This is an optimization exercise on Yosys and OpenROAD, whose aim is small area, not a production implementation.
Only simulation tests tie the RTL to the original design; equivalence was not proved.
The flow treats the clock pin as an ideal source, which a real chip does not have.

==> build 55: inputs <==
Design twiddle_mul_stage4, start of the top module:
module twiddle_mul_stage4 (
    input  logic               clk,
    input  logic               rst,
    input  logic               in_valid,
    input  logic               in_start,
    input  logic signed [15:0] in_r,
    input  logic signed [15:0] in_i,
    output logic [1:0]         rom_4_counter,
    input  logic signed [8:0]  w_r,
    input  logic signed [8:0]  w_i,
    output logic               out_valid,
    output logic               out_last,
    output logic signed [15:0] out_r,
    output logic signed [15:0] out_i
);
clock: 7.0 ns
lec_check: 0
cap_margin: 20
core_margin: 2
core_utilization: 40
slew_margin: 20
synth_hierarchical: 1
run.sh (not shown) runs the stock make flow with config.mk's settings and CLKGATE_MAP_FILE= SYNTH_SCRIPT=/design/flow/synth_recipe.tcl, a recipe that flattens the netlist after the stock synthesis.
==> inputs of build 94, as changes to build 55 <==
==> flow/flow/run.sh (new file) <==
#!/bin/bash
# Standard synthesis, then every cell swapped to the smallest drive strength
# of its family (flow/downsize.tcl), then the standard layout steps, whose
# timing repair sizes cells back up where the clock period needs it. After
# CTS, flow/post_cts.tcl shrinks cells that have slack to spare.
set -euo pipefail
R=orfs/results/$FLOW_PLATFORM/twiddle_mul_stage4/base
export FLOW_FLOW_DIR=$PWD/flow
bash standard.sh synth > synth.log 2>&1
cp $R/1_synth.odb 1_synth_standard.odb
LIB=$(ls $FLOW_HOME/platforms/$FLOW_PLATFORM/lib/sky130_fd_sc_hd__tt_025C_1v80.lib) \
PLATFORM_DIR=$FLOW_HOME/platforms/$FLOW_PLATFORM \
IN_ODB=1_synth_standard.odb IN_SDC=$R/1_synth.sdc OUT_ODB=$R/1_synth.odb REMOVE_BUFS=1 \
  openroad -exit -no_init flow/downsize.tcl > downsize.log 2>&1
touch $R/1_synth.sdc
rm -f 1_synth_standard.odb
bash standard.sh POST_CTS_TCL=$PWD/flow/post_cts.tcl "BUFFER_PORTS_ARGS=-buffer_cell sky130_fd_sc_hd__buf_1" "CTS_ARGS=-sink_clustering_enable -repair_clock_nets -dont_use_dummy_load -sink_clustering_size 30 -sink_clustering_max_diameter 200 -buf_list sky130_fd_sc_hd__clkbuf_8" finish > layout.log 2>&1
==> flow/flow/downsize.tcl (new file) <==
# Swap every standard cell to the smallest-area cell of the same function
# family (same name up to the drive-strength suffix), after removing the
# buffers synthesis inserted. Timing repair in the later flow steps sizes
# cells back up where the clock period needs it.
read_liberty $::env(LIB)
read_db $::env(IN_ODB)
read_sdc $::env(IN_SDC)
source $::env(PLATFORM_DIR)/setRC.tcl
set db [ord::get_db]
set block [ord::get_db_block]
set before 0.0
foreach inst [$block getInsts] {
  set m [$inst getMaster]
  set before [expr {$before + double([$m getWidth]) * [$m getHeight]}]
}
if {[info exists ::env(REMOVE_BUFS)] && $::env(REMOVE_BUFS)} {
  remove_buffers
}
array set best {}
foreach lib [$db getLibs] {
  foreach m [$lib getMasters] {
    set n [$m getName]
    if {![regexp {^(sky130_fd_sc_hd__[a-z0-9]+)_([0-9]+)$} $n -> base sz]} continue
    if {[string match *lpflow* $n] || [string match *probe* $n]} continue
    if {[get_lib_cells -quiet */$n] eq ""} continue
    set a [expr {double([$m getWidth]) * [$m getHeight]}]
    if {![info exists best($base)] || $a < [lindex $best($base) 1]} {
      set best($base) [list $m $a]
    }
  }
}
set swapped 0
foreach inst [$block getInsts] {
  set n [[$inst getMaster] getName]
  if {![regexp {^(sky130_fd_sc_hd__[a-z0-9]+)_([0-9]+)$} $n -> base sz]} continue
  if {![info exists best($base)]} continue
  set nm [lindex $best($base) 0]
  if {[$nm getName] ne $n} {
    $inst swapMaster $nm
    incr swapped
  }
}
set after 0.0
foreach inst [$block getInsts] {
  set m [$inst getMaster]
  set after [expr {$after + double([$m getWidth]) * [$m getHeight]}]
}
set dbu [$block getDbUnitsPerMicron]
puts "downsize: swapped $swapped cells, area [expr {$before/$dbu/$dbu}] -> [expr {$after/$dbu/$dbu}]"
write_db $::env(OUT_ODB)
==> flow/flow/post_cts.tcl (new file) <==
# Hooked in after CTS (POST_CTS_TCL): give back drive strength the timing
# repair did not need.
source $::env(FLOW_FLOW_DIR)/shrink.tcl
shrink_cells 0.05
==> flow/flow/shrink.tcl (new file) <==
# Greedy area recovery: try each cell at the smallest drive strength of its
# family that keeps setup slack >= margin and adds no slew/cap violation.
proc shrink_cells {margin} {
  set db [ord::get_db]
  set block [ord::get_db_block]
  array set fam {}
  foreach lib [$db getLibs] {
    foreach m [$lib getMasters] {
      set n [$m getName]
      if {![regexp {^(sky130_fd_sc_hd__[a-z0-9]+)_([0-9]+)$} $n -> base sz]} continue
      if {[string match *lpflow* $n] || [string match *probe* $n]} continue
      if {[get_lib_cells -quiet */$n] eq ""} continue
      lappend fam($base) [list [expr {double([$m getWidth]) * [$m getHeight]}] $n]
    }
  }
  foreach b [array names fam] { set fam($b) [lsort -real -index 0 $fam($b)] }
  set cands {}
  foreach inst [$block getInsts] {
    set n [[$inst getMaster] getName]
    if {![regexp {^(sky130_fd_sc_hd__[a-z0-9]+)_([0-9]+)$} $n -> base sz]} continue
    if {[string match *clkbuf* $n] || [string match *clkinv* $n] || [string match *dlygate* $n] || [string match *clkdlybuf* $n]} continue
    if {![info exists fam($base)]} continue
    set m [$inst getMaster]
    set a [expr {double([$m getWidth]) * [$m getHeight]}]
    if {$a <= [lindex $fam($base) 0 0]} continue
    lappend cands [list $a [$inst getName] $base $n]
  }
  set cands [lsort -real -decreasing -index 0 $cands]
  set ws0 [sta::worst_slack_cmd max]
  set thr [expr {min($ws0, $margin * 1e-9)}]
  set vs0 [sta::max_slew_violation_count]
  set vc0 [sta::max_capacitance_violation_count]
  set saved 0.0
  set nsw 0
  foreach c $cands {
    lassign $c a iname base orig
    set inst [get_cells $iname]
    foreach alt $fam($base) {
      lassign $alt aa an
      if {$aa >= $a} break
      replace_cell $inst [get_lib_cells */$an]
      estimate_parasitics -placement
      if {[sta::worst_slack_cmd max] >= $thr && [sta::max_slew_violation_count] <= $vs0 && [sta::max_capacitance_violation_count] <= $vc0} {
        set saved [expr {$saved + $a - $aa}]
        incr nsw
        break
      }
      replace_cell $inst [get_lib_cells */$orig]
      estimate_parasitics -placement
    }
  }
  puts "shrink: resized $nsw cells, saved [format %.1f [expr {$saved / 1e6}]] um2"
}
==> flow/standard.sh (new file) <==
#!/bin/bash
# synth_recipe.tcl (not shown) runs the flow's synth.tcl, then flattens the netlist and writes it again
# the make line also repeats each setting of config.mk as NAME=value (left out here)
make -C /OpenROAD-flow-scripts/flow DESIGN_CONFIG=/design/flow/config.mk WORK_HOME=/design/flow/orfs CLKGATE_MAP_FILE= SYNTH_SCRIPT=/design/flow/synth_recipe.tcl "${@:-finish}"
Settings changed: CAP_MARGIN 20 to 0, CORE_UTILIZATION 40 to 60, CTS_BUF_LIST set to sky130_fd_sc_hd__clkbuf_8, PLACE_DENSITY set to 0.75, SLEW_MARGIN 20 to 0.
removed: flow/run.sh
==> inputs of trial 16, as changes to build 55 <==
==> flow/flow/run.sh (new file) <==
#!/bin/bash
# Standard synthesis, then every cell swapped to the smallest drive strength
# of its family (flow/downsize.tcl), then the standard layout steps, whose
# timing repair sizes cells back up where the clock period needs it.
set -euo pipefail
R=orfs/results/$FLOW_PLATFORM/twiddle_mul_stage4/base
bash standard.sh synth > synth.log 2>&1
cp $R/1_synth.odb 1_synth_standard.odb
LIB=$(ls $FLOW_HOME/platforms/$FLOW_PLATFORM/lib/sky130_fd_sc_hd__tt_025C_1v80.lib) \
PLATFORM_DIR=$FLOW_HOME/platforms/$FLOW_PLATFORM \
IN_ODB=1_synth_standard.odb IN_SDC=$R/1_synth.sdc OUT_ODB=$R/1_synth.odb REMOVE_BUFS=1 \
  openroad -exit -no_init flow/downsize.tcl > downsize.log 2>&1
touch $R/1_synth.sdc
rm -f 1_synth_standard.odb
bash standard.sh > layout.log 2>&1
==> flow/flow/downsize.tcl (new file) <==
# Swap every standard cell to the smallest-area cell of the same function
# family (same name up to the drive-strength suffix), after removing the
# buffers synthesis inserted. Timing repair in the later flow steps sizes
# cells back up where the clock period needs it.
read_liberty $::env(LIB)
read_db $::env(IN_ODB)
read_sdc $::env(IN_SDC)
source $::env(PLATFORM_DIR)/setRC.tcl
set db [ord::get_db]
set block [ord::get_db_block]
set before 0.0
foreach inst [$block getInsts] {
  set m [$inst getMaster]
  set before [expr {$before + double([$m getWidth]) * [$m getHeight]}]
}
if {[info exists ::env(REMOVE_BUFS)] && $::env(REMOVE_BUFS)} {
  remove_buffers
}
array set best {}
foreach lib [$db getLibs] {
  foreach m [$lib getMasters] {
    set n [$m getName]
    if {![regexp {^(sky130_fd_sc_hd__[a-z0-9]+)_([0-9]+)$} $n -> base sz]} continue
    if {[string match *lpflow* $n] || [string match *probe* $n]} continue
    if {[get_lib_cells -quiet */$n] eq ""} continue
    set a [expr {double([$m getWidth]) * [$m getHeight]}]
    if {![info exists best($base)] || $a < [lindex $best($base) 1]} {
      set best($base) [list $m $a]
    }
  }
}
set swapped 0
foreach inst [$block getInsts] {
  set n [[$inst getMaster] getName]
  if {![regexp {^(sky130_fd_sc_hd__[a-z0-9]+)_([0-9]+)$} $n -> base sz]} continue
  if {![info exists best($base)]} continue
  set nm [lindex $best($base) 0]
  if {[$nm getName] ne $n} {
    $inst swapMaster $nm
    incr swapped
  }
}
set after 0.0
foreach inst [$block getInsts] {
  set m [$inst getMaster]
  set after [expr {$after + double([$m getWidth]) * [$m getHeight]}]
}
set dbu [$block getDbUnitsPerMicron]
puts "downsize: swapped $swapped cells, area [expr {$before/$dbu/$dbu}] -> [expr {$after/$dbu/$dbu}]"
write_db $::env(OUT_ODB)
==> flow/standard.sh (new file) <==
#!/bin/bash
# synth_recipe.tcl (not shown) runs the flow's synth.tcl, then flattens the netlist and writes it again
# the make line also repeats each setting of config.mk as NAME=value (left out here)
make -C /OpenROAD-flow-scripts/flow DESIGN_CONFIG=/design/flow/config.mk WORK_HOME=/design/flow/orfs CLKGATE_MAP_FILE= SYNTH_SCRIPT=/design/flow/synth_recipe.tcl "${@:-finish}"
removed: flow/run.sh
==> notes.md <==
| quantity | build 94 | build 55 | trial 16 |
|---|---|---|---|
| Area occupied by multi-input gates | 14290 um2 | 15360 um2 | 14240 um2 |
| Data arrival time of the worst path | 7.16 ns | 7.02 ns | 6.96 ns |
| Floorplan die area | 29130 um2 | 49270 um2 | 43310 um2 |
| Detailed placement HPWL | 37.17 mm | 40.66 mm | 37.72 mm |
| Placed cell count | 2131 | 2366 | 2286 |
| Die X | 170.7 um | 222.0 um | 208.1 um |
| Wire length per cell after detailed routing | 22.81 um | 21.87 um | 21.08 um |
| First-pass GRT wire length | 77.05 mm | 83.83 mm | 79.70 mm |
| Cell area after technology mapping | 16670 um2 | 19000 um2 | 16670 um2 |
| Clock tree buffer depth | - | 2 | 2 |
| NonClk Buf Share | 4.353% | 8.864% | 8.113% |
| Post-CTS setup buffer count | - | 0 | 0 |
| Quantity of hold-fixing buffers added after cts | - | 0 | 0 |
| Unrepaired setup endpoints after global routing | - | no | no |
| Result of the run | complete, no violations | complete, no violations | complete, no violations |
| Starting Density | 60.49% | 40.65% | 40.63% |
| Post-cts repair resize count | - | 0 | 1 |
| Via total after detailed routing | 13790 | 13364 | 13261 |

-- afterwards: timing with drivers on the ports --
Ports are ideal in the flow. The routed layouts listed here were re-timed in OpenROAD. Step 1 sets driving cells, clkbuf_16 on the clock port and buf_2 on the other inputs (assumed; they add their load-dependent delay and slew). Step 2 adds t to the input delays and takes it off the output delays; t is the mean of the earliest and latest rising clock arrival at the registers after step 1. Input paths then give back, and output paths get back, about the clock's delay inside the block. a / b / c = no drivers / after step 1 / after step 2; a / b = the first two.
run	t (ns)	setup slack, ns	worst setup path at the end	worst register clock-pin slew, ns	worst data-port slew with drivers (ns)
build 55	0.539	0.358 / 0.358 / 0.358	register to register	0.08 / 0.08	0.05
build 94	0.499	0.164 / 0.164 / 0.164	register to register	0.08 / 0.08	0.11
trial 16	0.516	0.406 / 0.406 / 0.406	register to register	0.06 / 0.06	0.04
After both steps setup and hold are still met in every run listed.
